Context: an optimization exercise on an open-source flow, tuned for a short achievable clock period and few clock cycles. The choices shown serve that exercise and are no tape-out recipe.
For this run, only the layout was checked, not whether the RTL still works.

===== design.v =====
package pr_pkg;
	localparam int word_w = 64;
	localparam int addr_w = 64;
	localparam int prec = 16;
	localparam int fifo_depth = 16;
	localparam logic [1:0] rid_vert = 2'd0;
	localparam logic [1:0] rid_inedge = 2'd1;
	localparam logic [1:0] rid_score = 2'd2;
	localparam logic [31:0] reg_n_vert = 32'h00;
	localparam logic [31:0] reg_n_inedges = 32'h08;
	localparam logic [31:0] reg_vert_base = 32'h10;
	localparam logic [31:0] reg_ie_base = 32'h18;
	localparam logic [31:0] reg_score_a = 32'h20;
	localparam logic [31:0] reg_score_b = 32'h28;
	localparam logic [31:0] reg_n_rounds = 32'h30;
	localparam logic [31:0] reg_start = 32'h38;
	localparam logic [31:0] reg_round = 32'h40;
	localparam logic [31:0] reg_done = 32'h48;
	localparam logic [2:0] acc_idle = 3'd0;
	localparam logic [2:0] acc_init_issue = 3'd1;
	localparam logic [2:0] acc_init_wait = 3'd2;
	localparam logic [2:0] acc_vert = 3'd3;
	localparam logic [2:0] acc_sum = 3'd4;
	localparam logic [2:0] acc_issue = 3'd5;
	typedef struct packed {
		logic [31:0] in_deg;
		logic [31:0] out_deg;
	} vert_rec_t;
	typedef union packed {
		vert_rec_t vert;
		logic [word_w-1:0] raw;
	} mem_word_u;
	typedef struct packed {
		logic is_write;
		logic [31:0] addr;
		logic [63:0] data;
	} sr_req_t;
	typedef struct packed {
		logic [1:0] id;
		logic [addr_w-1:0] addr;
	} mem_ar_t;
	typedef struct packed {
		logic [1:0] id;
		mem_word_u data;
	} mem_r_t;
	typedef struct packed {
		logic [addr_w-1:0] addr;
	} mem_aw_t;
	typedef struct packed {
		logic [63:0] dividend;
		logic [31:0] divisor;
		logic is_init;
	} div_job_t;
	typedef struct packed {
		logic [63:0] quotient;
		logic is_init;
	} div_res_t;
	typedef struct packed {
		logic [31:0] n_vert;
		logic [31:0] n_inedges;
		logic [addr_w-1:0] vert_base;
		logic [addr_w-1:0] ie_base;
		logic [addr_w-1:0] rd_base;
		logic [addr_w-1:0] wr_base;
		logic first;
	} round_cfg_t;
	localparam int fv_bits = 7;
	localparam int fe_bits = 10;
	localparam int n_div = 12;
	function automatic logic [16:0] init_lut(input logic [7:0] n);
		case (n)
			8'd1: init_lut = 17'd65536;
			8'd2: init_lut = 17'd32768;
			8'd3: init_lut = 17'd21845;
			8'd4: init_lut = 17'd16384;
			8'd5: init_lut = 17'd13107;
			8'd6: init_lut = 17'd10922;
			8'd7: init_lut = 17'd9362;
			8'd8: init_lut = 17'd8192;
			8'd9: init_lut = 17'd7281;
			8'd10: init_lut = 17'd6553;
			8'd11: init_lut = 17'd5957;
			8'd12: init_lut = 17'd5461;
			8'd13: init_lut = 17'd5041;
			8'd14: init_lut = 17'd4681;
			8'd15: init_lut = 17'd4369;
			8'd16: init_lut = 17'd4096;
			8'd17: init_lut = 17'd3855;
			8'd18: init_lut = 17'd3640;
			8'd19: init_lut = 17'd3449;
			8'd20: init_lut = 17'd3276;
			8'd21: init_lut = 17'd3120;
			8'd22: init_lut = 17'd2978;
			8'd23: init_lut = 17'd2849;
			8'd24: init_lut = 17'd2730;
			8'd25: init_lut = 17'd2621;
			8'd26: init_lut = 17'd2520;
			8'd27: init_lut = 17'd2427;
			8'd28: init_lut = 17'd2340;
			8'd29: init_lut = 17'd2259;
			8'd30: init_lut = 17'd2184;
			8'd31: init_lut = 17'd2114;
			8'd32: init_lut = 17'd2048;
			8'd33: init_lut = 17'd1985;
			8'd34: init_lut = 17'd1927;
			8'd35: init_lut = 17'd1872;
			8'd36: init_lut = 17'd1820;
			8'd37: init_lut = 17'd1771;
			8'd38: init_lut = 17'd1724;
			8'd39: init_lut = 17'd1680;
			8'd40: init_lut = 17'd1638;
			8'd41: init_lut = 17'd1598;
			8'd42: init_lut = 17'd1560;
			8'd43: init_lut = 17'd1524;
			8'd44: init_lut = 17'd1489;
			8'd45: init_lut = 17'd1456;
			8'd46: init_lut = 17'd1424;
			8'd47: init_lut = 17'd1394;
			8'd48: init_lut = 17'd1365;
			8'd49: init_lut = 17'd1337;
			8'd50: init_lut = 17'd1310;
			8'd51: init_lut = 17'd1285;
			8'd52: init_lut = 17'd1260;
			8'd53: init_lut = 17'd1236;
			8'd54: init_lut = 17'd1213;
			8'd55: init_lut = 17'd1191;
			8'd56: init_lut = 17'd1170;
			8'd57: init_lut = 17'd1149;
			8'd58: init_lut = 17'd1129;
			8'd59: init_lut = 17'd1110;
			8'd60: init_lut = 17'd1092;
			8'd61: init_lut = 17'd1074;
			8'd62: init_lut = 17'd1057;
			8'd63: init_lut = 17'd1040;
			8'd64: init_lut = 17'd1024;
			8'd65: init_lut = 17'd1008;
			8'd66: init_lut = 17'd992;
			8'd67: init_lut = 17'd978;
			8'd68: init_lut = 17'd963;
			8'd69: init_lut = 17'd949;
			8'd70: init_lut = 17'd936;
			8'd71: init_lut = 17'd923;
			8'd72: init_lut = 17'd910;
			8'd73: init_lut = 17'd897;
			8'd74: init_lut = 17'd885;
			8'd75: init_lut = 17'd873;
			8'd76: init_lut = 17'd862;
			8'd77: init_lut = 17'd851;
			8'd78: init_lut = 17'd840;
			8'd79: init_lut = 17'd829;
			8'd80: init_lut = 17'd819;
			8'd81: init_lut = 17'd809;
			8'd82: init_lut = 17'd799;
			8'd83: init_lut = 17'd789;
			8'd84: init_lut = 17'd780;
			8'd85: init_lut = 17'd771;
			8'd86: init_lut = 17'd762;
			8'd87: init_lut = 17'd753;
			8'd88: init_lut = 17'd744;
			8'd89: init_lut = 17'd736;
			8'd90: init_lut = 17'd728;
			8'd91: init_lut = 17'd720;
			8'd92: init_lut = 17'd712;
			8'd93: init_lut = 17'd704;
			8'd94: init_lut = 17'd697;
			8'd95: init_lut = 17'd689;
			8'd96: init_lut = 17'd682;
			8'd97: init_lut = 17'd675;
			8'd98: init_lut = 17'd668;
			8'd99: init_lut = 17'd661;
			8'd100: init_lut = 17'd655;
			8'd101: init_lut = 17'd648;
			8'd102: init_lut = 17'd642;
			8'd103: init_lut = 17'd636;
			8'd104: init_lut = 17'd630;
			8'd105: init_lut = 17'd624;
			8'd106: init_lut = 17'd618;
			8'd107: init_lut = 17'd612;
			8'd108: init_lut = 17'd606;
			8'd109: init_lut = 17'd601;
			8'd110: init_lut = 17'd595;
			8'd111: init_lut = 17'd590;
			8'd112: init_lut = 17'd585;
			8'd113: init_lut = 17'd579;
			8'd114: init_lut = 17'd574;
			8'd115: init_lut = 17'd569;
			8'd116: init_lut = 17'd564;
			8'd117: init_lut = 17'd560;
			8'd118: init_lut = 17'd555;
			8'd119: init_lut = 17'd550;
			8'd120: init_lut = 17'd546;
			8'd121: init_lut = 17'd541;
			8'd122: init_lut = 17'd537;
			8'd123: init_lut = 17'd532;
			8'd124: init_lut = 17'd528;
			8'd125: init_lut = 17'd524;
			8'd126: init_lut = 17'd520;
			8'd127: init_lut = 17'd516;
			8'd128: init_lut = 17'd512;
			default: init_lut = 17'd0;
		endcase
	endfunction
endpackage
module pr_fifo #(
	parameter int width = 64,
	parameter int depth = 16
) (
	input logic clk,
	input logic rst,
	input logic wr_en,
	input logic [width-1:0] wr_data,
	output logic full,
	input logic rd_en,
	output logic [width-1:0] rd_data,
	output logic empty
);
	logic [width-1:0] mem [depth];
	logic [$clog2(depth)-1:0] wr_ptr;
	logic [$clog2(depth)-1:0] rd_ptr;
	logic [$clog2(depth+1)-1:0] count;
	logic do_wr;
	logic do_rd;
	assign do_wr = wr_en && !full;
	assign do_rd = rd_en && !empty;
	assign full = (count == depth);
	assign empty = (count == 0);
	assign rd_data = mem[rd_ptr];
	always_ff @(posedge clk) begin
		if (rst) begin
			wr_ptr <= '0;
			rd_ptr <= '0;
			count <= '0;
		end else begin
			if (do_wr)
				wr_ptr <= (wr_ptr == depth - 1) ? '0 : wr_ptr + 1'b1;
			if (do_rd)
				rd_ptr <= (rd_ptr == depth - 1) ? '0 : rd_ptr + 1'b1;
			if (do_wr && !do_rd)
				count <= count + 1'b1;
			else if (do_rd && !do_wr)
				count <= count - 1'b1;
		end
	end
	always_ff @(posedge clk) begin
		if (do_wr)
			mem[wr_ptr] <= wr_data;
	end
endmodule
module pr_qfifo #(
	parameter int width = 64,
	parameter int depth = 16
) (
	input logic clk,
	input logic rst,
	input logic clr,
	input logic wr_en,
	input logic [width-1:0] wr_data,
	input logic rd_en,
	output logic [width-1:0] rd_data,
	output logic empty,
	output logic [$clog2(depth+1)-1:0] count
);
	logic [width-1:0] mem [depth];
	logic [$clog2(depth)-1:0] wr_ptr;
	logic [$clog2(depth)-1:0] rd_ptr;
	assign empty = (count == 0);
	assign rd_data = mem[rd_ptr];
	always_ff @(posedge clk) begin
		if (rst || clr) begin
			wr_ptr <= '0;
			rd_ptr <= '0;
			count <= '0;
		end else begin
			if (wr_en)
				wr_ptr <= wr_ptr + 1'b1;
			if (rd_en)
				rd_ptr <= rd_ptr + 1'b1;
			if (wr_en && !rd_en)
				count <= count + 1'b1;
			else if (rd_en && !wr_en)
				count <= count - 1'b1;
		end
	end
	always_ff @(posedge clk) begin
		if (wr_en)
			mem[wr_ptr] <= wr_data;
	end
endmodule
module pr_ctrl_regs (
	input logic clk,
	input logic rst,
	input logic sr_valid,
	input pr_pkg::sr_req_t sr_req,
	output logic sr_resp_valid,
	output logic [63:0] sr_resp_data,
	input logic round_done,
	output pr_pkg::round_cfg_t round_cfg,
	output logic round_start,
	input logic fast_round_inc,
	input logic fast_done,
	output logic fast,
	output logic fast_start,
	output logic [31:0] cfg_n_rounds,
	output logic [63:0] cfg_score_a,
	output logic [63:0] cfg_score_b
);
	logic [31:0] n_vert;
	logic [31:0] n_inedges;
	logic [63:0] vert_base;
	logic [63:0] ie_base;
	logic [63:0] score_a;
	logic [63:0] score_b;
	logic [31:0] n_rounds;
	logic [31:0] round_cnt;
	logic done;
	logic swap;
	logic start_wr;
	logic fits;
	assign start_wr = sr_valid && sr_req.is_write && (sr_req.addr == pr_pkg::reg_start);
	assign fits = (n_vert <= 32'(1 << pr_pkg::fv_bits)) && (n_inedges <= 32'(1 << pr_pkg::fe_bits));
	always_ff @(posedge clk) begin
		if (sr_valid && sr_req.is_write) begin
			case (sr_req.addr)
				pr_pkg::reg_n_vert: n_vert <= sr_req.data[31:0];
				pr_pkg::reg_n_inedges: n_inedges <= sr_req.data[31:0];
				pr_pkg::reg_vert_base: vert_base <= sr_req.data;
				pr_pkg::reg_ie_base: ie_base <= sr_req.data;
				pr_pkg::reg_score_a: score_a <= sr_req.data;
				pr_pkg::reg_score_b: score_b <= sr_req.data;
				pr_pkg::reg_n_rounds: n_rounds <= sr_req.data[31:0];
				default: begin
				end
			endcase
		end
	end
	always_ff @(posedge clk) begin
		if (rst) begin
			round_cnt <= '0;
			done <= 1'b0;
			swap <= 1'b0;
			round_start <= 1'b0;
			sr_resp_valid <= 1'b0;
			fast <= 1'b0;
			fast_start <= 1'b0;
		end else begin
			sr_resp_valid <= sr_valid && !sr_req.is_write;
			round_start <= 1'b0;
			fast_start <= 1'b0;
			if (start_wr) begin
				round_cnt <= '0;
				swap <= 1'b0;
				done <= (n_rounds == 0);
				fast <= fits;
				round_start <= (n_rounds != 0) && !fits;
				fast_start <= (n_rounds != 0) && fits;
			end else if (fast) begin
				if (fast_round_inc)
					round_cnt <= round_cnt + 32'd1;
				if (fast_done)
					done <= 1'b1;
			end else if (round_done) begin
				round_cnt <= round_cnt + 32'd1;
				swap <= ~swap;
				if (round_cnt + 32'd1 < n_rounds)
					round_start <= 1'b1;
				else
					done <= 1'b1;
			end
		end
	end
	always_ff @(posedge clk) begin
		if (sr_valid && !sr_req.is_write) begin
			case (sr_req.addr)
				pr_pkg::reg_n_vert: sr_resp_data <= 64'(n_vert);
				pr_pkg::reg_n_inedges: sr_resp_data <= 64'(n_inedges);
				pr_pkg::reg_vert_base: sr_resp_data <= vert_base;
				pr_pkg::reg_ie_base: sr_resp_data <= ie_base;
				pr_pkg::reg_score_a: sr_resp_data <= score_a;
				pr_pkg::reg_score_b: sr_resp_data <= score_b;
				pr_pkg::reg_n_rounds: sr_resp_data <= 64'(n_rounds);
				pr_pkg::reg_round: sr_resp_data <= 64'(round_cnt);
				pr_pkg::reg_done: sr_resp_data <= 64'(done);
				default: sr_resp_data <= '0;
			endcase
		end
	end
	assign cfg_n_rounds = n_rounds;
	assign cfg_score_a = score_a;
	assign cfg_score_b = score_b;
	always_comb begin
		round_cfg.n_vert = n_vert;
		round_cfg.n_inedges = n_inedges;
		round_cfg.vert_base = vert_base;
		round_cfg.ie_base = ie_base;
		round_cfg.rd_base = swap ? score_b : score_a;
		round_cfg.wr_base = swap ? score_a : score_b;
		round_cfg.first = (round_cnt == 0);
	end
endmodule
module pr_fetch (
	input logic clk,
	input logic rst,
	input pr_pkg::round_cfg_t round_cfg,
	input logic round_start,
	output logic ar_valid,
	output pr_pkg::mem_ar_t ar,
	input logic ar_ready,
	input logic r_valid,
	input pr_pkg::mem_r_t r,
	output logic r_ready,
	output logic vert_valid,
	output pr_pkg::vert_rec_t vert,
	input logic vert_ready,
	output logic score_valid,
	output logic [63:0] score,
	input logic score_ready
);
	logic [63:0] vert_q;
	logic [31:0] ie_q;
	logic vert_full;
	logic vert_empty;
	logic ie_full;
	logic ie_empty;
	logic score_full;
	logic score_empty;
	logic [31:0] vert_left;
	logic [31:0] ie_left;
	logic [63:0] vert_addr;
	logic [63:0] ie_addr;
	logic busy;
	logic want_score;
	logic want_ie;
	logic want_vert;
	logic issue;
	always_comb begin
		want_score = !ie_empty && !score_full;
		want_ie = (ie_left != 0) && !ie_full;
		want_vert = (vert_left != 0) && !vert_full;
		issue = !round_start && !ar_valid && !busy && (want_score || want_ie || want_vert);
	end
	assign r_ready = 1'b1;
	assign vert_valid = !vert_empty;
	assign vert = vert_q;
	assign score_valid = !score_empty;
	always_ff @(posedge clk) begin
		if (rst) begin
			ar_valid <= 1'b0;
			busy <= 1'b0;
			vert_left <= '0;
			ie_left <= '0;
		end else begin
			if (round_start) begin
				vert_left <= round_cfg.n_vert;
				ie_left <= round_cfg.first ? '0 : round_cfg.n_inedges;
			end else if (issue) begin
				ar_valid <= 1'b1;
				if (!want_score && want_ie)
					ie_left <= ie_left - 32'd1;
				else if (!want_score && !want_ie)
					vert_left <= vert_left - 32'd1;
			end
			if (ar_valid && ar_ready) begin
				ar_valid <= 1'b0;
				busy <= 1'b1;
			end
			if (r_valid)
				busy <= 1'b0;
		end
	end
	always_ff @(posedge clk) begin
		if (round_start) begin
			vert_addr <= round_cfg.vert_base;
			ie_addr <= round_cfg.ie_base;
		end else if (issue) begin
			if (want_score) begin
				ar.id <= pr_pkg::rid_score;
				ar.addr <= round_cfg.rd_base + 64'({ie_q, 3'b000});
			end else if (want_ie) begin
				ar.id <= pr_pkg::rid_inedge;
				ar.addr <= ie_addr;
				ie_addr <= ie_addr + 64'd8;
			end else begin
				ar.id <= pr_pkg::rid_vert;
				ar.addr <= vert_addr;
				vert_addr <= vert_addr + 64'd8;
			end
		end
	end
	pr_fifo #(
		.width(64),
		.depth(pr_pkg::fifo_depth)
	) i_vert_fifo (
		.clk(clk),
		.rst(rst),
		.wr_en(r_valid && (r.id == pr_pkg::rid_vert)),
		.wr_data(r.data.vert),
		.full(vert_full),
		.rd_en(vert_ready),
		.rd_data(vert_q),
		.empty(vert_empty)
	);
	pr_fifo #(
		.width(32),
		.depth(pr_pkg::fifo_depth)
	) i_ie_fifo (
		.clk(clk),
		.rst(rst),
		.wr_en(r_valid && (r.id == pr_pkg::rid_inedge)),
		.wr_data(r.data.raw[31:0]),
		.full(ie_full),
		.rd_en(issue && want_score),
		.rd_data(ie_q),
		.empty(ie_empty)
	);
	pr_fifo #(
		.width(64),
		.depth(pr_pkg::fifo_depth)
	) i_score_fifo (
		.clk(clk),
		.rst(rst),
		.wr_en(r_valid && (r.id == pr_pkg::rid_score)),
		.wr_data(r.data.raw),
		.full(score_full),
		.rd_en(score_ready),
		.rd_data(score),
		.empty(score_empty)
	);
endmodule
module pr_accum (
	input logic clk,
	input logic rst,
	input pr_pkg::round_cfg_t round_cfg,
	input logic round_start,
	input logic vert_valid,
	input pr_pkg::vert_rec_t vert,
	output logic vert_ready,
	input logic score_valid,
	input logic [63:0] score,
	output logic score_ready,
	output logic job_valid,
	output pr_pkg::div_job_t job,
	input logic job_ready,
	input logic res_valid,
	input pr_pkg::div_res_t res
);
	logic [2:0] state;
	logic [31:0] in_left;
	logic [31:0] out_deg;
	logic [63:0] sum;
	logic [63:0] init_val;
	assign vert_ready = (state == pr_pkg::acc_vert) && vert_valid;
	assign score_ready = (state == pr_pkg::acc_sum) && !round_cfg.first && (in_left != 0)
		&& score_valid;
	always_comb begin
		job_valid = (state == pr_pkg::acc_init_issue) || (state == pr_pkg::acc_issue);
		job.is_init = (state == pr_pkg::acc_init_issue);
		job.dividend = job.is_init ? (64'd1 << pr_pkg::prec) : sum;
		job.divisor = job.is_init ? round_cfg.n_vert : out_deg;
	end
	always_ff @(posedge clk) begin
		if (rst) begin
			state <= pr_pkg::acc_idle;
		end else if (round_start) begin
			state <= round_cfg.first ? pr_pkg::acc_init_issue : pr_pkg::acc_vert;
		end else begin
			case (state)
				pr_pkg::acc_init_issue: if (job_ready) state <= pr_pkg::acc_init_wait;
				pr_pkg::acc_init_wait: if (res_valid && res.is_init) state <= pr_pkg::acc_vert;
				pr_pkg::acc_vert: if (vert_valid) state <= pr_pkg::acc_sum;
				pr_pkg::acc_sum: if (in_left == 0) state <= pr_pkg::acc_issue;
				pr_pkg::acc_issue: if (job_ready) state <= pr_pkg::acc_vert;
				default: state <= pr_pkg::acc_idle;
			endcase
		end
	end
	always_ff @(posedge clk) begin
		if (vert_ready) begin
			in_left <= vert.in_deg;
			out_deg <= vert.out_deg;
			sum <= '0;
		end else if (state == pr_pkg::acc_sum && in_left != 0) begin
			if (round_cfg.first) begin
				sum <= sum + init_val;
				in_left <= in_left - 32'd1;
			end else if (score_valid) begin
				sum <= sum + score;
				in_left <= in_left - 32'd1;
			end
		end
		if (res_valid && res.is_init)
			init_val <= res.quotient;
	end
endmodule
module pr_div (
	input logic clk,
	input logic rst,
	input logic job_valid,
	input pr_pkg::div_job_t job,
	output logic job_ready,
	output logic res_valid,
	output pr_pkg::div_res_t res,
	input logic res_ready
);
	logic busy;
	logic [5:0] cnt;
	logic [63:0] quo;
	logic [31:0] rem;
	logic [31:0] dsr;
	logic zero;
	logic init_q;
	logic [32:0] trial;
	assign trial = {rem, quo[63]} - {1'b0, dsr};
	assign job_ready = !busy && !res_valid;
	assign res.quotient = zero ? '0 : quo;
	assign res.is_init = init_q;
	always_ff @(posedge clk) begin
		if (rst) begin
			busy <= 1'b0;
			res_valid <= 1'b0;
			cnt <= '0;
		end else begin
			if (job_valid && job_ready) begin
				busy <= 1'b1;
				cnt <= '0;
			end else if (busy) begin
				cnt <= cnt + 6'd1;
				if (cnt == 6'(pr_pkg::word_w - 1)) begin
					busy <= 1'b0;
					res_valid <= 1'b1;
				end
			end
			if (res_valid && res_ready)
				res_valid <= 1'b0;
		end
	end
	always_ff @(posedge clk) begin
		if (job_valid && job_ready) begin
			quo <= job.dividend;
			rem <= '0;
			dsr <= job.divisor;
			zero <= (job.divisor == 0);
			init_q <= job.is_init;
		end else if (busy) begin
			if (!trial[32]) begin
				rem <= trial[31:0];
				quo <= {quo[62:0], 1'b1};
			end else begin
				rem <= {rem[30:0], quo[63]};
				quo <= {quo[62:0], 1'b0};
			end
		end
	end
endmodule
module pr_writeback (
	input logic clk,
	input logic rst,
	input pr_pkg::round_cfg_t round_cfg,
	input logic round_start,
	input logic res_valid,
	input pr_pkg::div_res_t res,
	output logic res_ready,
	output logic aw_valid,
	output pr_pkg::mem_aw_t aw,
	input logic aw_ready,
	output logic w_valid,
	output logic [63:0] w_data,
	input logic w_ready,
	input logic b_valid,
	output logic b_ready,
	output logic round_done
);
	logic pend;
	logic [31:0] idx;
	logic take;
	assign res_ready = !pend;
	assign b_ready = 1'b1;
	assign take = res_valid && res_ready && !res.is_init;
	always_ff @(posedge clk) begin
		if (rst) begin
			pend <= 1'b0;
			aw_valid <= 1'b0;
			w_valid <= 1'b0;
			round_done <= 1'b0;
			idx <= '0;
		end else begin
			round_done <= 1'b0;
			if (round_start)
				idx <= '0;
			if (take) begin
				pend <= 1'b1;
				aw_valid <= 1'b1;
				w_valid <= 1'b1;
			end
			if (aw_valid && aw_ready)
				aw_valid <= 1'b0;
			if (w_valid && w_ready)
				w_valid <= 1'b0;
			if (pend && b_valid) begin
				pend <= 1'b0;
				if (idx + 32'd1 == round_cfg.n_vert) begin
					idx <= '0;
					round_done <= 1'b1;
				end else begin
					idx <= idx + 32'd1;
				end
			end
		end
	end
	always_ff @(posedge clk) begin
		if (take) begin
			w_data <= res.quotient;
			aw.addr <= round_cfg.wr_base + 64'({idx, 3'b000});
		end
	end
endmodule
module pagerank_top (
	input logic clk,
	input logic rst,
	input logic sr_valid,
	input logic sr_is_write,
	input logic [31:0] sr_addr,
	input logic [63:0] sr_wdata,
	output logic sr_resp_valid,
	output logic [63:0] sr_resp_data,
	output logic ar_valid,
	output logic [1:0] ar_id,
	output logic [63:0] ar_addr,
	input logic ar_ready,
	input logic r_valid,
	input logic [1:0] r_id,
	input logic [63:0] r_data,
	output logic r_ready,
	output logic aw_valid,
	output logic [63:0] aw_addr,
	input logic aw_ready,
	output logic w_valid,
	output logic [63:0] w_data,
	input logic w_ready,
	input logic b_valid,
	output logic b_ready
);
	pr_pkg::sr_req_t sr_req;
	pr_pkg::mem_ar_t ar;
	pr_pkg::mem_r_t r;
	pr_pkg::mem_aw_t aw;
	assign sr_req.is_write = sr_is_write;
	assign sr_req.addr = sr_addr;
	assign sr_req.data = sr_wdata;
	logic s_ar_valid;
	logic s_r_ready;
	logic s_r_valid;
	logic s_aw_valid;
	logic [63:0] s_w_data;
	logic s_w_valid;
	logic s_b_valid;
	logic s_b_ready;
	logic f_ar_valid;
	logic [1:0] f_ar_id;
	logic [63:0] f_ar_addr;
	logic f_aw_valid;
	logic [63:0] f_aw_addr;
	logic f_w_valid;
	logic [63:0] f_w_data;
	logic fast;
	logic fast_start;
	logic fast_round_inc;
	logic fast_done;
	logic [4:0] fb_pend;
	logic [31:0] n_rounds;
	logic [63:0] score_a;
	logic [63:0] score_b;
	assign ar_valid = s_ar_valid || f_ar_valid;
	assign ar_id = fast ? f_ar_id : ar.id;
	assign ar_addr = fast ? f_ar_addr : ar.addr;
	assign r.id = r_id;
	assign r.data.raw = r_data;
	assign r_ready = 1'b1;
	assign aw_valid = s_aw_valid || f_aw_valid;
	assign aw_addr = fast ? f_aw_addr : aw.addr;
	assign w_valid = s_w_valid || f_w_valid;
	assign w_data = fast ? f_w_data : s_w_data;
	assign b_ready = 1'b1;
	assign s_r_valid = r_valid && !fast;
	assign s_b_valid = b_valid && (fb_pend == 0);
	always_ff @(posedge clk) begin
		if (rst)
			fb_pend <= '0;
		else
			fb_pend <= fb_pend + 5'((fast && aw_valid && aw_ready) ? 1 : 0)
				- 5'((b_valid && fb_pend != 0) ? 1 : 0);
	end
	pr_pkg::round_cfg_t round_cfg;
	logic round_start;
	logic round_done;
	logic vert_valid;
	pr_pkg::vert_rec_t vert;
	logic vert_ready;
	logic score_valid;
	logic [63:0] score;
	logic score_ready;
	logic job_valid;
	pr_pkg::div_job_t job;
	logic job_ready;
	logic res_valid;
	pr_pkg::div_res_t res;
	logic res_ready;
	pr_ctrl_regs i_ctrl_regs (
		.clk(clk), .rst(rst),
		.sr_valid(sr_valid), .sr_req(sr_req),
		.sr_resp_valid(sr_resp_valid), .sr_resp_data(sr_resp_data),
		.round_done(round_done), .round_cfg(round_cfg), .round_start(round_start),
		.fast_round_inc(fast_round_inc), .fast_done(fast_done), .fast(fast),
		.fast_start(fast_start), .cfg_n_rounds(n_rounds), .cfg_score_a(score_a),
		.cfg_score_b(score_b)
	);
	pr_fast i_fast (
		.clk(clk), .rst(rst), .start(fast_start),
		.n_vert(round_cfg.n_vert), .n_inedges(round_cfg.n_inedges),
		.n_rounds(n_rounds), .vert_base(round_cfg.vert_base), .ie_base(round_cfg.ie_base),
		.score_a(score_a), .score_b(score_b),
		.ar_valid(f_ar_valid), .ar_id(f_ar_id), .ar_addr(f_ar_addr), .ar_ready(ar_ready),
		.r_valid(r_valid), .r_data(r_data),
		.aw_valid(f_aw_valid), .aw_addr(f_aw_addr), .aw_ready(aw_ready),
		.w_valid(f_w_valid), .w_data(f_w_data), .w_ready(w_ready),
		.round_inc(fast_round_inc), .run_done(fast_done)
	);
	pr_fetch i_fetch (
		.clk(clk), .rst(rst),
		.round_cfg(round_cfg), .round_start(round_start),
		.ar_valid(s_ar_valid), .ar(ar), .ar_ready(ar_ready),
		.r_valid(s_r_valid), .r(r), .r_ready(s_r_ready),
		.vert_valid(vert_valid), .vert(vert), .vert_ready(vert_ready),
		.score_valid(score_valid), .score(score), .score_ready(score_ready)
	);
	pr_accum i_accum (
		.clk(clk), .rst(rst),
		.round_cfg(round_cfg), .round_start(round_start),
		.vert_valid(vert_valid), .vert(vert), .vert_ready(vert_ready),
		.score_valid(score_valid), .score(score), .score_ready(score_ready),
		.job_valid(job_valid), .job(job), .job_ready(job_ready),
		.res_valid(res_valid), .res(res)
	);
	pr_div i_div (
		.clk(clk), .rst(rst),
		.job_valid(job_valid), .job(job), .job_ready(job_ready),
		.res_valid(res_valid), .res(res), .res_ready(res_ready)
	);
	pr_writeback i_writeback (
		.clk(clk), .rst(rst),
		.round_cfg(round_cfg), .round_start(round_start),
		.res_valid(res_valid), .res(res), .res_ready(res_ready),
		.aw_valid(s_aw_valid), .aw(aw), .aw_ready(aw_ready),
		.w_valid(s_w_valid), .w_data(s_w_data), .w_ready(w_ready),
		.b_valid(s_b_valid), .b_ready(s_b_ready), .round_done(round_done)
	);
endmodule
module pr_fast (
	input logic clk,
	input logic rst,
	input logic start,
	input logic [31:0] n_vert,
	input logic [31:0] n_inedges,
	input logic [31:0] n_rounds,
	input logic [63:0] vert_base,
	input logic [63:0] ie_base,
	input logic [63:0] score_a,
	input logic [63:0] score_b,
	output logic ar_valid,
	output logic [1:0] ar_id,
	output logic [63:0] ar_addr,
	input logic ar_ready,
	input logic r_valid,
	input logic [63:0] r_data,
	output logic aw_valid,
	output logic [63:0] aw_addr,
	input logic aw_ready,
	output logic w_valid,
	output logic [63:0] w_data,
	input logic w_ready,
	output logic round_inc,
	output logic run_done
);
	localparam int vb = pr_pkg::fv_bits;
	localparam int eb = pr_pkg::fe_bits;
	localparam int vcap = 1 << vb;
	localparam int ecap = 1 << eb;
	localparam int rows = ecap / 4;
	localparam int nd = pr_pkg::n_div;
	logic running;
	logic [vb:0] nv;             
	logic [16:0] init;           
	logic [31:0] rounds_done;
	logic last_round_done;       
	logic [63:0] wr_base;
	logic [vb:0] rl_v;
	logic [eb:0] rl_e;
	logic [63:0] vaddr;
	logic [63:0] eaddr;
	logic ar_adv;
	assign ar_adv = !ar_valid || ar_ready;
	always_ff @(posedge clk) begin
		if (rst) begin
			ar_valid <= 1'b0;
			rl_v <= '0;
			rl_e <= '0;
		end else if (start) begin
			ar_valid <= 1'b0;
			rl_v <= n_vert[vb:0];
			rl_e <= (n_rounds > 32'd1) ? n_inedges[eb:0] : '0;
		end else if (ar_adv) begin
			if (rl_v != 0) begin
				ar_valid <= 1'b1;
				rl_v <= rl_v - 1'b1;
			end else if (rl_e != 0) begin
				ar_valid <= 1'b1;
				rl_e <= rl_e - 1'b1;
			end else begin
				ar_valid <= 1'b0;
			end
		end
	end
	always_ff @(posedge clk) begin
		if (start) begin
			vaddr <= vert_base;
			eaddr <= ie_base;
		end else if (ar_adv) begin
			if (rl_v != 0) begin
				ar_id <= pr_pkg::rid_vert;
				ar_addr <= vaddr;
				vaddr <= vaddr + 64'd8;
			end else if (rl_e != 0) begin
				ar_id <= pr_pkg::rid_inedge;
				ar_addr <= eaddr;
				eaddr <= eaddr + 64'd8;
			end
		end
	end
	logic rv_q;
	logic [63:0] rd_q;
	logic [vb:0] vrecv;
	logic [eb:0] erecv;
	logic vrx_done;
	logic [eb:0] in_deg [vcap];
	logic [31:0] out_deg [vcap];
	logic [vb-1:0] edge_mem [4][rows];
	always_ff @(posedge clk) begin
		if (rst)
			rv_q <= 1'b0;
		else
			rv_q <= r_valid && running;
		rd_q <= r_data;
	end
	always_ff @(posedge clk) begin
		if (rst || start) begin
			vrecv <= '0;
			erecv <= '0;
			vrx_done <= 1'b0;
		end else if (rv_q) begin
			if (!vrx_done) begin
				vrecv <= vrecv + 1'b1;
				if (vrecv + 1'b1 == nv)
					vrx_done <= 1'b1;
			end else begin
				erecv <= erecv + 1'b1;
			end
		end
	end
	always_ff @(posedge clk) begin
		if (rv_q && !vrx_done) begin
			in_deg[vrecv[vb-1:0]] <= rd_q[32+eb:32];
			out_deg[vrecv[vb-1:0]] <= rd_q[31:0];
		end
		if (rv_q && vrx_done)
			edge_mem[erecv[1:0]][erecv[eb-1:2]] <= rd_q[vb-1:0];
	end
	logic [vb:0] vr;
	logic dr_first;
	logic dr_en;
	logic dq_pop;
	logic dq_empty;
	logic [eb:0] dq_head;
	logic [2:0] dq_count;
	assign dr_en = running && (dq_count < 3'd4) && (!dr_first || (vr < vrecv));
	always_ff @(posedge clk) begin
		if (rst || start) begin
			vr <= '0;
			dr_first <= 1'b1;
		end else if (dr_en) begin
			if (vr + 1'b1 == nv) begin
				vr <= '0;
				dr_first <= 1'b0;
			end else begin
				vr <= vr + 1'b1;
			end
		end
	end
	pr_qfifo #(
		.width(eb + 1),
		.depth(4)
	) i_deg_q (
		.clk(clk), .rst(rst), .clr(start),
		.wr_en(dr_en), .wr_data(in_deg[vr[vb-1:0]]),
		.rd_en(dq_pop), .rd_data(dq_head), .empty(dq_empty), .count(dq_count)
	);
	logic fe_en;
	logic fe_r1;
	logic [vb-1:0] fe_v;
	logic in_prog;
	logic [eb:0] d_rem;
	logic [eb:0] ptr;
	logic [eb:0] cur_d;
	logic [2:0] take;
	logic fe_last;
	logic fe_ok;
	logic [4:0] jq_count;
	logic round_fin;
	always_comb begin
		cur_d = in_prog ? d_rem : dq_head;
		if (fe_r1)
			take = 3'd0;
		else if (cur_d >= (eb + 1)'(4))
			take = 3'd4;
		else
			take = cur_d[2:0];
		fe_last = fe_r1 || (cur_d <= (eb + 1)'(4));
		fe_ok = fe_en && (in_prog || !dq_empty) && (ptr + (eb + 1)'(take) <= erecv)
			&& (jq_count <= 5'd8);
	end
	assign dq_pop = fe_ok && !in_prog;
	logic c_v;
	logic [vb-1:0] c_vx;
	logic c_first;
	logic c_last;
	logic c_r1;
	logic [eb:0] c_ptr;
	logic [2:0] c_take;
	logic [eb:0] c_deg;
	always_ff @(posedge clk) begin
		if (rst || start) begin
			fe_en <= !rst;
			fe_r1 <= 1'b1;
			fe_v <= '0;
			in_prog <= 1'b0;
			ptr <= '0;
			c_v <= 1'b0;
		end else begin
			c_v <= fe_ok;
			if (fe_ok) begin
				ptr <= ptr + (eb + 1)'(take);
				if (fe_last) begin
					in_prog <= 1'b0;
					if ((vb + 1)'(fe_v) + 1'b1 == nv) begin
						fe_en <= 1'b0;
						fe_v <= '0;
						ptr <= '0;
					end else begin
						fe_v <= fe_v + 1'b1;
					end
				end else begin
					in_prog <= 1'b1;
					d_rem <= cur_d - (eb + 1)'(4);
				end
			end
			if (round_fin && !last_round_done && (rounds_done + 32'd1 < n_rounds)) begin
				fe_en <= 1'b1;
				fe_r1 <= 1'b0;
			end
		end
	end
	always_ff @(posedge clk) begin
		c_vx <= fe_v;
		c_first <= !in_prog;
		c_last <= fe_last;
		c_r1 <= fe_r1;
		c_ptr <= ptr;
		c_take <= take;
		c_deg <= cur_d;
	end
	logic s1_v;
	logic [vb-1:0] s1_vx;
	logic s1_first;
	logic s1_last;
	logic s1_r1;
	logic [vb-1:0] s1_src [4];
	logic [3:0] s1_lane;
	logic [27:0] s1_prod;
	logic [vb-1:0] bank_out [4];
	logic [eb-3:0] row0;
	always_comb begin
		row0 = c_ptr[eb-1:2];
		for (int b = 0; b < 4; b++)
			bank_out[b] = edge_mem[b][row0 + ((2'(b) < c_ptr[1:0]) ? 1'b1 : 1'b0)];
	end
	always_ff @(posedge clk) begin
		if (rst)
			s1_v <= 1'b0;
		else
			s1_v <= c_v;
		s1_vx <= c_vx;
		s1_first <= c_first;
		s1_last <= c_last;
		s1_r1 <= c_r1;
		for (int j = 0; j < 4; j++) begin
			s1_src[j] <= bank_out[2'(c_ptr[1:0] + 2'(j))];
			s1_lane[j] <= (3'(j) < c_take);
		end
		s1_prod <= 28'(c_deg) * 28'(init);
	end
	logic [63:0] old_s [vcap];
	logic [63:0] new_s [vcap];
	logic s2_v;
	logic [vb-1:0] s2_vx;
	logic s2_first;
	logic s2_last;
	logic [63:0] s2_val [4];
	always_ff @(posedge clk) begin
		if (rst)
			s2_v <= 1'b0;
		else
			s2_v <= s1_v;
		s2_vx <= s1_vx;
		s2_first <= s1_first;
		s2_last <= s1_last;
		for (int j = 0; j < 4; j++)
			s2_val[j] <= s1_lane[j] ? old_s[s1_src[j]] : '0;
		if (s1_r1)
			s2_val[0] <= 64'(s1_prod);
	end
	logic s3_v;
	logic [vb-1:0] s3_vx;
	logic s3_first;
	logic s3_last;
	logic [63:0] s3_sum;
	logic [31:0] s3_od;
	always_ff @(posedge clk) begin
		if (rst)
			s3_v <= 1'b0;
		else
			s3_v <= s2_v;
		s3_vx <= s2_vx;
		s3_first <= s2_first;
		s3_last <= s2_last;
		s3_sum <= (s2_val[0] + s2_val[1]) + (s2_val[2] + s2_val[3]);
		s3_od <= out_deg[s2_vx];
	end
	logic [63:0] acc;
	logic [63:0] acc_new;
	logic jq_push;
	logic jq_pop;
	logic jq_empty;
	logic [vb+95:0] jq_head;
	assign acc_new = (s3_first ? 64'd0 : acc) + s3_sum;
	assign jq_push = s3_v && s3_last;
	always_ff @(posedge clk) begin
		if (s3_v)
			acc <= acc_new;
	end
	pr_qfifo #(
		.width(vb + 96),
		.depth(16)
	) i_job_q (
		.clk(clk), .rst(rst), .clr(start),
		.wr_en(jq_push), .wr_data({s3_vx, s3_od, acc_new}),
		.rd_en(jq_pop), .rd_data(jq_head), .empty(jq_empty), .count(jq_count)
	);
	logic n1_v;
	logic [vb-1:0] n1_vx;
	logic [31:0] n1_od;
	logic [63:0] n1_x;
	logic [6:0] n1_lz;
	logic n2_v;
	logic [vb-1:0] n2_vx;
	logic [31:0] n2_od;
	logic [63:0] n2_x;
	logic [6:0] n2_it;
	logic n1_load;
	logic n2_load;
	logic disp;
	logic [63:0] x1;
	logic [6:0] lz1;
	logic [63:0] x2;
	logic [6:0] lz2;
	always_comb begin
		x1 = jq_head[63:0];
		lz1 = '0;
		if (x1[63:32] == '0) begin
			x1 = x1 << 32;
			lz1 = lz1 + 7'd32;
		end
		if (x1[63:48] == '0) begin
			x1 = x1 << 16;
			lz1 = lz1 + 7'd16;
		end
		if (x1[63:56] == '0) begin
			x1 = x1 << 8;
			lz1 = lz1 + 7'd8;
		end
		x2 = n1_x;
		lz2 = n1_lz;
		if (x2[63:60] == '0) begin
			x2 = x2 << 4;
			lz2 = lz2 + 7'd4;
		end
		if (x2[63:62] == '0) begin
			x2 = x2 << 2;
			lz2 = lz2 + 7'd2;
		end
		if (x2[63] == 1'b0) begin
			x2 = x2 << 1;
			lz2 = lz2 + 7'd1;
		end
		if (x2[63] == 1'b0)
			lz2 = 7'd64;
	end
	assign n2_load = n1_v && (!n2_v || disp);
	assign n1_load = !jq_empty && (!n1_v || n2_load);
	assign jq_pop = n1_load;
	always_ff @(posedge clk) begin
		if (rst || start) begin
			n1_v <= 1'b0;
			n2_v <= 1'b0;
		end else begin
			if (n1_load)
				n1_v <= 1'b1;
			else if (n2_load)
				n1_v <= 1'b0;
			if (n2_load)
				n2_v <= 1'b1;
			else if (disp)
				n2_v <= 1'b0;
		end
	end
	always_ff @(posedge clk) begin
		if (n1_load) begin
			n1_vx <= jq_head[vb+95:96];
			n1_od <= jq_head[95:64];
			n1_x <= x1;
			n1_lz <= lz1;
		end
		if (n2_load) begin
			n2_vx <= n1_vx;
			n2_od <= n1_od;
			n2_x <= x2;
			n2_it <= 7'd64 - lz2;
		end
	end
	logic [nd-1:0] u_busy;
	logic [nd-1:0] u_done;
	logic [6:0] u_cnt [nd];
	logic [63:0] u_q [nd];
	logic [31:0] u_rem [nd];
	logic [31:0] u_d [nd];
	logic [vb-1:0] u_vx [nd];
	logic [nd-1:0] u_zero;
	logic [nd-1:0] u_free;
	logic [nd-1:0] u_pick;
	logic [nd-1:0] u_take;
	logic col;
	logic [4:0] awq_count;
	logic [4:0] wq_count;
	assign u_free = ~(u_busy | u_done);
	assign disp = n2_v && (u_free != '0);
	always_comb begin
		u_pick = '0;
		for (int i = nd - 1; i >= 0; i--)
			if (u_free[i])
				u_pick = nd'(1) << i;
		u_take = '0;
		for (int i = nd - 1; i >= 0; i--)
			if (u_done[i])
				u_take = nd'(1) << i;
		col = (u_done != '0) && (awq_count <= 5'd12) && (wq_count <= 5'd12);
	end
	for (genvar i = 0; i < nd; i++) begin : g_div
		logic [32:0] trial;
		assign trial = {u_rem[i], u_q[i][63]} - {1'b0, u_d[i]};
		always_ff @(posedge clk) begin
			if (rst || start) begin
				u_busy[i] <= 1'b0;
				u_done[i] <= 1'b0;
			end else if (disp && u_pick[i]) begin
				u_busy[i] <= (n2_it != 0);
				u_done[i] <= (n2_it == 0);
			end else if (u_busy[i]) begin
				if (u_cnt[i] == 7'd1) begin
					u_busy[i] <= 1'b0;
					u_done[i] <= 1'b1;
				end
			end else if (col && u_take[i]) begin
				u_done[i] <= 1'b0;
			end
		end
		always_ff @(posedge clk) begin
			if (disp && u_pick[i]) begin
				u_q[i] <= n2_x;
				u_rem[i] <= '0;
				u_d[i] <= n2_od;
				u_zero[i] <= (n2_od == 0);
				u_vx[i] <= n2_vx;
				u_cnt[i] <= n2_it;
			end else if (u_busy[i]) begin
				u_cnt[i] <= u_cnt[i] - 7'd1;
				if (!trial[32]) begin
					u_rem[i] <= trial[31:0];
					u_q[i] <= {u_q[i][62:0], 1'b1};
				end else begin
					u_rem[i] <= {u_rem[i][30:0], u_q[i][63]};
					u_q[i] <= {u_q[i][62:0], 1'b0};
				end
			end
		end
	end
	logic r1_v;
	logic [vb-1:0] r1_vx;
	logic [63:0] r1_q;
	logic [vb:0] res_cnt;
	logic [63:0] sel_q;
	logic [vb-1:0] sel_vx;
	always_comb begin
		sel_q = '0;
		sel_vx = '0;
		for (int i = 0; i < nd; i++) begin
			if (u_take[i]) begin
				sel_q = sel_q | (u_zero[i] ? 64'd0 : u_q[i]);
				sel_vx = sel_vx | u_vx[i];
			end
		end
	end
	always_ff @(posedge clk) begin
		if (rst || start) begin
			r1_v <= 1'b0;
			res_cnt <= '0;
			round_fin <= 1'b0;
		end else begin
			r1_v <= col;
			round_fin <= 1'b0;
			if (r1_v) begin
				if (res_cnt + 1'b1 == nv) begin
					res_cnt <= '0;
					round_fin <= 1'b1;
				end else begin
					res_cnt <= res_cnt + 1'b1;
				end
			end
		end
	end
	always_ff @(posedge clk) begin
		r1_vx <= sel_vx;
		r1_q <= sel_q;
	end
	always_ff @(posedge clk) begin
		if (r1_v)
			new_s[r1_vx] <= r1_q;
		if (round_fin)
			for (int i = 0; i < vcap; i++)
				old_s[i] <= new_s[i];
	end
	logic r2_v;
	logic [63:0] r2_addr;
	logic [63:0] r2_q;
	logic awq_empty;
	logic wq_empty;
	logic [63:0] awq_head;
	logic [63:0] wq_head;
	logic aw_pop;
	logic w_pop;
	always_ff @(posedge clk) begin
		if (rst || start)
			r2_v <= 1'b0;
		else
			r2_v <= r1_v;
		r2_addr <= wr_base + 64'({r1_vx, 3'b000});
		r2_q <= r1_q;
	end
	assign aw_pop = !awq_empty && (!aw_valid || aw_ready);
	assign w_pop = !wq_empty && (!w_valid || w_ready);
	pr_qfifo #(
		.width(64),
		.depth(16)
	) i_aw_q (
		.clk(clk), .rst(rst), .clr(start),
		.wr_en(r2_v), .wr_data(r2_addr),
		.rd_en(aw_pop), .rd_data(awq_head), .empty(awq_empty), .count(awq_count)
	);
	pr_qfifo #(
		.width(64),
		.depth(16)
	) i_w_q (
		.clk(clk), .rst(rst), .clr(start),
		.wr_en(r2_v), .wr_data(r2_q),
		.rd_en(w_pop), .rd_data(wq_head), .empty(wq_empty), .count(wq_count)
	);
	always_ff @(posedge clk) begin
		if (rst || start) begin
			aw_valid <= 1'b0;
			w_valid <= 1'b0;
		end else begin
			if (aw_pop)
				aw_valid <= 1'b1;
			else if (aw_ready)
				aw_valid <= 1'b0;
			if (w_pop)
				w_valid <= 1'b1;
			else if (w_ready)
				w_valid <= 1'b0;
		end
		if (aw_pop)
			aw_addr <= awq_head;
		if (w_pop)
			w_data <= wq_head;
	end
	always_ff @(posedge clk) begin
		if (rst) begin
			running <= 1'b0;
			last_round_done <= 1'b0;
			rounds_done <= '0;
			round_inc <= 1'b0;
			run_done <= 1'b0;
		end else if (start) begin
			running <= 1'b1;
			last_round_done <= 1'b0;
			rounds_done <= '0;
			round_inc <= 1'b0;
			run_done <= 1'b0;
			nv <= n_vert[vb:0];
			init <= pr_pkg::init_lut(n_vert[7:0]);
			wr_base <= score_b;
		end else begin
			round_inc <= 1'b0;
			run_done <= 1'b0;
			if (round_fin) begin
				round_inc <= 1'b1;
				rounds_done <= rounds_done + 32'd1;
				wr_base <= rounds_done[0] ? score_b : score_a;
				if (rounds_done + 32'd1 == n_rounds)
					last_round_done <= 1'b1;
			end
			if (running && last_round_done && !r1_v && !r2_v && awq_empty && wq_empty
				&& !aw_valid && !w_valid) begin
				running <= 1'b0;
				run_done <= 1'b1;
			end
		end
	end
endmodule

===== run.sh =====
#!/bin/bash
# synth_recipe.tcl (not shown) runs the flow's synth.tcl, then flattens the netlist and writes it again
# the make line also repeats each setting of config.mk as NAME=value (left out here)
make -C /OpenROAD-flow-scripts/flow DESIGN_CONFIG=/design/flow/config.mk WORK_HOME=/design/flow/orfs CLKGATE_MAP_FILE= SYNTH_SCRIPT=/design/flow/synth_recipe.tcl finish

===== config.mk =====
export PLATFORM = sky130hd
export DESIGN_NAME = pagerank_top
export DESIGN_NICKNAME = pagerank_top
export VERILOG_FILES = /design/flow/design.v
export SDC_FILE = /design/flow/constraint.sdc
export NUM_CORES = 4
export LEC_CHECK = 0
export CAP_MARGIN = 20
export CORE_MARGIN = 2
export CORE_UTILIZATION = 40
export SLEW_MARGIN = 20

===== constraint.sdc =====
create_clock -name core_clock -period 7.5 [get_ports {clk}]
set_input_delay 1.5000 -clock core_clock [delete_from_list [all_inputs] [get_ports {clk}]]
set_output_delay 1.5000 -clock core_clock [all_outputs]
set_load 0.01 [all_outputs]

==> run_results.csv <==
group,metric,value,unit
outcome,outcome,"stopped before the end",
outcome,stop_stage,"synthesis",
outcome,error,"ERROR: TCL interpreter returned an error: Source files actually used in the design:",
yosys,yosysWarnings,30,
